Context: an optimization exercise on an open-source flow, tuned for small area, a short achievable clock period and few clock cycles per item. The choices shown serve that exercise and are no tape-out recipe. Function was checked by simulation only, so behaviour that the tests miss may differ from the original.

==> exp/delta: inputs <==
## rational_arithmetic_unit_core
module rational_arithmetic_unit_core #(
  parameter int unsigned VALUE_WIDTH = 32
) (
  input  logic                                clk,
  input  logic                                rst_n,
  input  logic                                in_valid,
  output logic                                in_ready,
  input  logic [1:0]                          in_command,
  input  logic signed [rau_pkg::FieldWidth-1:0] in_left_num,
  input  logic signed [rau_pkg::FieldWidth-1:0] in_left_den,
  input  logic signed [rau_pkg::FieldWidth-1:0] in_right_num,
  input  logic signed [rau_pkg::FieldWidth-1:0] in_right_den,
  output logic                                out_valid,
  input  logic                                out_ready,
  output logic signed [rau_pkg::FieldWidth-1:0] out_result_num,
  output logic [rau_pkg::DenOutWidth-1:0]     out_result_den,
  output logic [1:0]                          out_status
);
clock: 12.0 ns
lec_check: 0
cap_margin: 20
core_margin: 2
core_utilization: 50
place_density: 0.65
slew_margin: 20
standard.sh (not shown) runs the stock make flow with config.mk's settings and CLKGATE_MAP_FILE= SYNTH_SCRIPT=/design/flow/synth_recipe.tcl, a recipe that flattens the netlist after the stock synthesis.
==> flow/flow/run.sh <==
#!/bin/bash
# standard layout, with repair_timing asked for more setup slack than the
# clock needs so that the critical paths are sized and buffered
cp standard.sh standard_sh.txt
export SETUP_SLACK_MARGIN=8.0
bash standard.sh > standard.log 2>&1
==> exp/willow: changes against exp/delta <==
--- a/flow/design.v
+++ b/flow/design.v
@@ -143,24 +143,25 @@
   logic [3:0]         cnt_r, cnt_nxt;
   logic [1:0]         cmd_r, cmd_nxt;
   logic               rds_r, rds_nxt;       
   logic               rns_r, rns_nxt;       
   logic               zd_r, zd_nxt;         
   logic               dz_r, dz_nxt;         
   logic [31:0]        ln_r, ln_nxt;
   logic [31:0]        ld_r, ld_nxt;
-  logic signed [35:0] uah_r, uah_nxt;
+  logic signed [32:0] uah_r, uah_nxt;
   logic [31:0]        ual_r, ual_nxt;
-  logic signed [34:0] vah_r, vah_nxt;
+  logic signed [31:0] vah_r, vah_nxt;
   logic [31:0]        val_r, val_nxt;
   logic [63:0]        u_r, u_nxt;
   logic [62:0]        v_r, v_nxt;
-  logic signed [35:0] m11_r, m11_nxt, m12_r, m12_nxt;    
-  logic [34:0]        m21_r, m21_nxt, m22_r, m22_nxt;    
+  logic signed [31:0] m11_r, m11_nxt, m12_r, m12_nxt;    
+  logic [30:0]        m21_r, m21_nxt, m22_r, m22_nxt;    
+  logic               mov_r, mov_nxt;       
   logic               bzd_r, bzd_nxt;
   logic               bdz_r, bdz_nxt;
   logic [31:0]        onum_r, onum_nxt;
   logic [30:0]        oden_r, oden_nxt;
   logic [1:0]         ost_r, ost_nxt;
   always_ff @(posedge clk) begin
     cnt_r  <= cnt_nxt;
     cmd_r  <= cmd_nxt;
@@ -176,16 +177,17 @@
     vah_r  <= vah_nxt;
     val_r  <= val_nxt;
     u_r    <= u_nxt;
     v_r    <= v_nxt;
     m11_r  <= m11_nxt;
     m12_r  <= m12_nxt;
     m21_r  <= m21_nxt;
     m22_r  <= m22_nxt;
+    mov_r  <= mov_nxt;
     bzd_r  <= bzd_nxt;
     bdz_r  <= bdz_nxt;
     onum_r <= onum_nxt;
     oden_r <= oden_nxt;
     ost_r  <= ost_nxt;
   end
   logic lns, lds;
   assign lns = ln_r[31];
@@ -222,30 +224,30 @@
   assign {one_a, two_a, neg_a, one_b, two_b, neg_b, one_c, two_c, neg_c} = dec_r;
   logic signed [33:0] xln, xld;
   assign xln = 34'(signed'(ln_r));
   assign xld = 34'(signed'(ld_r));
   logic signed [33:0] pp_a, pp_b, pp_c;
   assign pp_a = ((one_a ? xln : 34'sd0) | (two_a ? (xln <<< 1) : 34'sd0)) ^ {34{neg_a}};
   assign pp_b = ((one_b ? xld : 34'sd0) | (two_b ? (xld <<< 1) : 34'sd0)) ^ {34{neg_b}};
   assign pp_c = ((one_c ? xld : 34'sd0) | (two_c ? (xld <<< 1) : 34'sd0)) ^ {34{neg_c}};
-  logic [37:0] csa_x, csa_y, csa_s, csa_c;
-  logic [37:0] su;
-  logic [36:0] sv;
-  assign csa_x = 38'(signed'(pp_a));
-  assign csa_y = 38'(signed'(pp_b));
-  assign csa_s = 38'(uah_r) ^ csa_x ^ csa_y;
-  assign csa_c = (38'(uah_r) & csa_x) | (38'(uah_r) & csa_y) | (csa_x & csa_y);
-  rau_add #(.W(38)) u_addu (.a(csa_s), .b({csa_c[36:0], neg_a}), .cin(neg_b), .s(su));
-  rau_add #(.W(37)) u_addv (.a(37'(vah_r)), .b(37'(signed'(pp_c))), .cin(neg_c), .s(sv));
+  logic [34:0] csa_x, csa_y, csa_s, csa_c;
+  logic [34:0] su;
+  logic [33:0] sv;
+  assign csa_x = 35'(signed'(pp_a));
+  assign csa_y = 35'(signed'(pp_b));
+  assign csa_s = 35'(uah_r) ^ csa_x ^ csa_y;
+  assign csa_c = (35'(uah_r) & csa_x) | (35'(uah_r) & csa_y) | (csa_x & csa_y);
+  rau_add #(.W(35)) u_addu (.a(csa_s), .b({csa_c[33:0], neg_a}), .cin(neg_b), .s(su));
+  rau_add #(.W(34)) u_addv (.a(34'(vah_r)), .b(34'(signed'(pp_c))), .cin(neg_c), .s(sv));
   logic mul_neg;    
   assign mul_neg = lns ^ lds ^ rds_r ^ rns_r;
   logic        ua_neg;
   logic [63:0] ua_abs;
-  assign ua_neg = uah_r[35];
+  assign ua_neg = uah_r[32];
   logic [63:0] ua_inv;
   assign ua_inv = {uah_r[31:0], ual_r} ^ {64{ua_neg}};
   rau_add #(.W(64)) u_abs (.a(ua_inv), .b(64'd0), .cin(ua_neg), .s(ua_abs));
   logic [63:0] d1, d2;       
   logic ge;                  
   logic ueq;
   rau_sub2 #(.W(64)) u_sub (.a({1'b0, v_r}), .b(u_r), .d(d1), .dn(d2), .ge(ge), .eq(ueq));
   logic uz, vz;
@@ -254,59 +256,78 @@
   function automatic logic [1:0] tz3(input logic [3:1] b);
     tz3 = b[1] ? 2'd1 : b[2] ? 2'd2 : 2'd3;
   endfunction
   logic [1:0] s_uv, s_u, s_v, s_d;
   assign s_uv = tz3(u_r[3:1] | v_r[3:1]);
   assign s_u  = tz3(u_r[3:1]);
   assign s_v  = tz3(v_r[3:1]);
   assign s_d  = tz3(d1[3:1]);
-  logic signed [35:0] s1;    
-  logic [34:0]        s2;    
-  rau_add #(.W(36)) u_s1 (.a(m11_r), .b(m12_r), .cin(1'b0), .s(s1));
-  rau_add #(.W(35)) u_s2 (.a(m21_r), .b(m22_r), .cin(1'b0), .s(s2));
+  logic signed [31:0] s1;    
+  logic [31:0]        s2;    
+  rau_add #(.W(32)) u_s1 (.a(m11_r), .b(m12_r), .cin(1'b0), .s(s1));
+  rau_add #(.W(32)) u_s2 (.a({1'b0, m21_r}), .b({1'b0, m22_r}), .cin(1'b0), .s(s2));
+  logic s1_ov, s2_ov;
+  assign s1_ov = (m11_r[31] == m12_r[31]) && (s1[31] != m11_r[31]);
+  assign s2_ov = s2[31];
   function automatic logic [63:0] shr(input logic [63:0] x, input logic [1:0] s);
     shr = (s == 2'd1) ? (x >> 1) : (s == 2'd2) ? (x >> 2) : (x >> 3);
   endfunction
-  function automatic logic [35:0] shl1(input logic [35:0] x, input logic [1:0] s);
+  function automatic logic [31:0] shl1(input logic [31:0] x, input logic [1:0] s);
     shl1 = (s == 2'd1) ? (x << 1) : (s == 2'd2) ? (x << 2) : (x << 3);
   endfunction
-  function automatic logic [34:0] shl2(input logic [34:0] x, input logic [1:0] s);
+  function automatic logic [30:0] shl2(input logic [30:0] x, input logic [1:0] s);
     shl2 = (s == 2'd1) ? (x << 1) : (s == 2'd2) ? (x << 2) : (x << 3);
   endfunction
   logic ovf_now;
-  assign ovf_now = (s1[35:31] != 5'b00000 && s1[35:31] != 5'b11111) || (s2[34:31] != 4'b0000);
+  assign ovf_now = s1_ov | s2_ov;
+  logic ovf_bits;
+  assign ovf_bits = mov_r;
   logic be, ue, ve, oo;
   assign be = ~u_r[0] & ~v_r[0];
   assign ue = ~u_r[0] &  v_r[0];
   assign ve =  u_r[0] & ~v_r[0];
   assign oo =  u_r[0] &  v_r[0];
   logic g_stop;
-  assign g_stop = uz | vz | ovf_now | (oo & ueq);
+  assign g_stop = uz | vz | ovf_bits | (oo & ueq);
   logic u_upd, v_upd, c1_upd, c2_upd;
   assign u_upd  = be | ue | (oo & ~ge);
   assign v_upd  = be | ve | (oo & ge);
   assign c1_upd = ue | oo;
   assign c2_upd = ve | oo;
   logic [1:0] u_sh, v_sh, c1_sh, c2_sh;
   assign u_sh  = be ? s_uv : ue ? s_u : s_d;
   assign v_sh  = be ? s_uv : ve ? s_v : s_d;
   assign c1_sh = ue ? s_u : s_d;
   assign c2_sh = ve ? s_v : s_d;
   logic [63:0] u_new, v_new64;
   logic [62:0] v_new;
   assign u_new   = shr(oo ? d2 : u_r, u_sh);
   assign v_new64 = shr(oo ? d1 : {1'b0, v_r}, v_sh);
   assign v_new   = v_new64[62:0];
-  logic signed [35:0] m11_new, m12_new;
-  logic [34:0]        m21_new, m22_new;
+  logic signed [31:0] m11_new, m12_new;
+  logic [30:0]        m21_new, m22_new;
+  function automatic logic sh_ov1(input logic [31:0] x, input logic [1:0] s);
+    sh_ov1 = (s == 2'd1) ? (x[31:30] != 2'b00 && x[31:30] != 2'b11)
+           : (s == 2'd2) ? (x[31:29] != 3'b000 && x[31:29] != 3'b111)
+           :               (x[31:28] != 4'b0000 && x[31:28] != 4'b1111);
+  endfunction
+  function automatic logic sh_ov2(input logic [30:0] x, input logic [1:0] s);
+    sh_ov2 = (s == 2'd1) ? x[30] : (s == 2'd2) ? (x[30:29] != 2'b00) : (x[30:28] != 3'b000);
+  endfunction
+  logic c1_ov, c2_ov;
+  assign c1_ov = (oo & ge)  ? (s1_ov | s2_ov) : (sh_ov1(m11_r, c1_sh) | sh_ov2(m21_r, c1_sh));
+  assign c2_ov = (oo & ~ge) ? (s1_ov | s2_ov) : (sh_ov1(m12_r, c2_sh) | sh_ov2(m22_r, c2_sh));
   assign m11_new = (oo & ge)  ? s1 : shl1(m11_r, c1_sh);
-  assign m21_new = (oo & ge)  ? s2 : shl2(m21_r, c1_sh);
+  assign m21_new = (oo & ge)  ? s2[30:0] : shl2(m21_r, c1_sh);
   assign m12_new = (oo & ~ge) ? s1 : shl1(m12_r, c2_sh);
-  assign m22_new = (oo & ~ge) ? s2 : shl2(m22_r, c2_sh);
+  assign m22_new = (oo & ~ge) ? s2[30:0] : shl2(m22_r, c2_sh);
+  logic res_zero, res_ok;
+  assign res_zero = uz & ~bzd_r & ~bdz_r;
+  assign res_ok   = ~uz & ~bzd_r & ~bdz_r & ~ovf_bits & ~s1_ov & ~s2_ov;
   logic fin;       
   logic xfer;      
   assign fin  = (b_st_r == B_GCD) && g_stop && !ovalid_r;
   assign xfer = (a_st_r == A_DONE) && (b_st_r == B_IDLE || fin);
   always_comb begin
     a_st_nxt   = a_st_r;
     b_st_nxt   = b_st_r;
     ovalid_nxt = (ovalid_r & ~out_ready) | fin;
@@ -324,16 +345,17 @@
     vah_nxt    = vah_r;
     val_nxt    = val_r;
     u_nxt      = u_r;
     v_nxt      = v_r;
     m11_nxt    = m11_r;
     m12_nxt    = m12_r;
     m21_nxt    = m21_r;
     m22_nxt    = m22_r;
+    mov_nxt    = mov_r;
     bzd_nxt    = bzd_r;
     bdz_nxt    = bdz_r;
     onum_nxt   = onum_r;
     oden_nxt   = oden_r;
     ost_nxt    = ost_r;
     if (rdy_r) begin
       cmd_nxt = in_command;
       rds_nxt = in_right_den[31];
@@ -349,58 +371,54 @@
                           {in_right_den[1:0], 1'b0}, {in_right_num[1:0], 1'b0});
       cnt_nxt = '0;
       a_st_nxt = in_valid ? A_MUL : A_IDLE;
     end else if (a_st_r == A_MUL) begin
       if (cnt_r == 4'd0) begin
         zd_nxt = (ld_r == 32'd0) || (ual_r == 32'd0);
         dz_nxt = is_div && (val_r == 32'd0);
       end
-      uah_nxt = su[37:2];
+      uah_nxt = su[34:2];
       ual_nxt = {su[1:0], ual_r[31:2]};
-      vah_nxt = sv[36:2];
+      vah_nxt = sv[33:2];
       val_nxt = {sv[1:0], val_r[31:2]};
       dec_nxt = booth_dec(cmd_r, lns, lds, rds_r, rns_r, ual_r[3:1], val_r[3:1]);
       cnt_nxt = cnt_r + 4'd1;
       if (cnt_r == 4'd15) a_st_nxt = A_DONE;
     end
     if (fin) begin
+      onum_nxt = s1[31:0] & {32{res_ok}};
+      oden_nxt = (s2[30:0] & {31{res_ok}}) | {30'd0, res_zero};
       if (bzd_r || bdz_r) begin
-        ost_nxt  = bzd_r ? rau_pkg::ST_ZERO_DEN : rau_pkg::ST_DIV_ZERO;
-        onum_nxt = '0;
-        oden_nxt = '0;
+        ost_nxt = bzd_r ? rau_pkg::ST_ZERO_DEN : rau_pkg::ST_DIV_ZERO;
       end else if (uz) begin
-        ost_nxt  = rau_pkg::ST_OK;
-        onum_nxt = '0;
-        oden_nxt = 31'd1;
-      end else if (ovf_now) begin
-        ost_nxt  = rau_pkg::ST_OVERFLOW;
-        onum_nxt = '0;
-        oden_nxt = '0;
+        ost_nxt = rau_pkg::ST_OK;
+      end else if (ovf_bits || ovf_now) begin
+        ost_nxt = rau_pkg::ST_OVERFLOW;
       end else begin
-        ost_nxt  = rau_pkg::ST_OK;
-        onum_nxt = s1[31:0];
-        oden_nxt = s2[30:0];
+        ost_nxt = rau_pkg::ST_OK;
       end
       b_st_nxt = B_IDLE;
     end
     if (xfer) begin
       u_nxt   = ua_abs;
       v_nxt   = {vah_r[30:0], val_r};
-      m11_nxt = (is_as ? ua_neg : mul_neg) ? -36'sd1 : 36'sd1;
+      m11_nxt = (is_as ? ua_neg : mul_neg) ? -32'sd1 : 32'sd1;
       m12_nxt = '0;
       m21_nxt = '0;
-      m22_nxt = 35'd1;
+      m22_nxt = 31'd1;
+      mov_nxt = 1'b0;
       bzd_nxt = zd_r;
       bdz_nxt = dz_r;
       b_st_nxt = B_GCD;
       a_st_nxt = A_IDLE;
-    end else if (b_st_r == B_GCD && !g_stop) begin
+    end else if (b_st_r == B_GCD && !(g_stop && ovalid_r)) begin
       if (u_upd) u_nxt = u_new;
       if (v_upd) v_nxt = v_new;
+      mov_nxt = (c1_upd & c1_ov) | (c2_upd & c2_ov);
       if (c1_upd) begin
         m11_nxt = m11_new;
         m21_nxt = m21_new;
       end
       if (c2_upd) begin
         m12_nxt = m12_new;
         m22_nxt = m22_new;
       end
==> flow/flow/run.sh (replaced) <==
#!/bin/bash
# standard layout, with repair_timing asked for more setup slack than the
# clock needs so that the critical paths are sized and buffered, and the
# port buffers made with the smallest buffer cell
cp standard.sh standard_sh.txt
export SETUP_SLACK_MARGIN=8.5
export BUFFER_PORTS_ARGS="-buffer_cell sky130_fd_sc_hd__buf_1"
bash standard.sh > standard.log 2>&1
Settings changed: TNS_END_PERCENT set to 10.
==> impl_metrics.json <==
{
  "first_pass_iters": 6,
  "min_to": "bdz_r",
  "p_seq_w": 0.00230,
  "status": "finished clean",
  "clockPowerShare_pct": 34.0,
  "slowest_delay_ps": 460,
  "multi_input_area_share_pct": 51.8,
  "r2r_end": "v_r[24]",
  "ir_worst_vdd_mv": 0.143
}
Source of the figures above: exp/delta

==> impl_metrics.json <==
{
  "p_seq_w": 0.00223,
  "min_to": "bzd_r",
  "drc": 0,
  "slowest_delay_ps": 730,
  "synth_xor_area_share_pct": 7.13,
  "status": "finished clean",
  "top_layer": "met4",
  "r2r_end": "m11_r[31]",
  "hp-start": "zd_r",
  "first_pass_iters": 9,
  "r2r-start": "v_r[0]",
  "vias": 38600,
  "inverters_excl_clock": 202,
  "ir_worst_vdd_mv": 0.139
}
Source of the figures above: exp/willow

Testbench counts of exp/delta, summed over its fixed seeds: cycles 53,264, items 2,400.
Testbench counts of exp/willow, summed over its fixed seeds: cycles 53,907, items 2,400.

[port drivers added, routing unchanged]
Ports are ideal in the flow. The routed layouts listed here were re-timed in OpenROAD.
Step 1: set_driving_cell puts a clkbuf_16 on clk and a buf_2 on each other input, an assumption about the parent block.
Step 2, shift: input delay + t, output delay - t, t = (earliest + latest rising clock arrival at the registers) / 2. This alone moves slack from input paths to output paths.
a / b / c = no drivers / after step 1 / after step 2; a / b = the first two.
run	shift t [ns]	setup slack, ns	worst setup path after step 2	latest minus earliest clock arrival (ns)
exp/delta	0.708	6.335 / 6.335 / 6.335	register to register	0.026 / 0.026
exp/willow	0.685	7.339 / 7.339 / 7.339	register to register	0.027 / 0.028
After both steps every run listed still meets setup and hold.
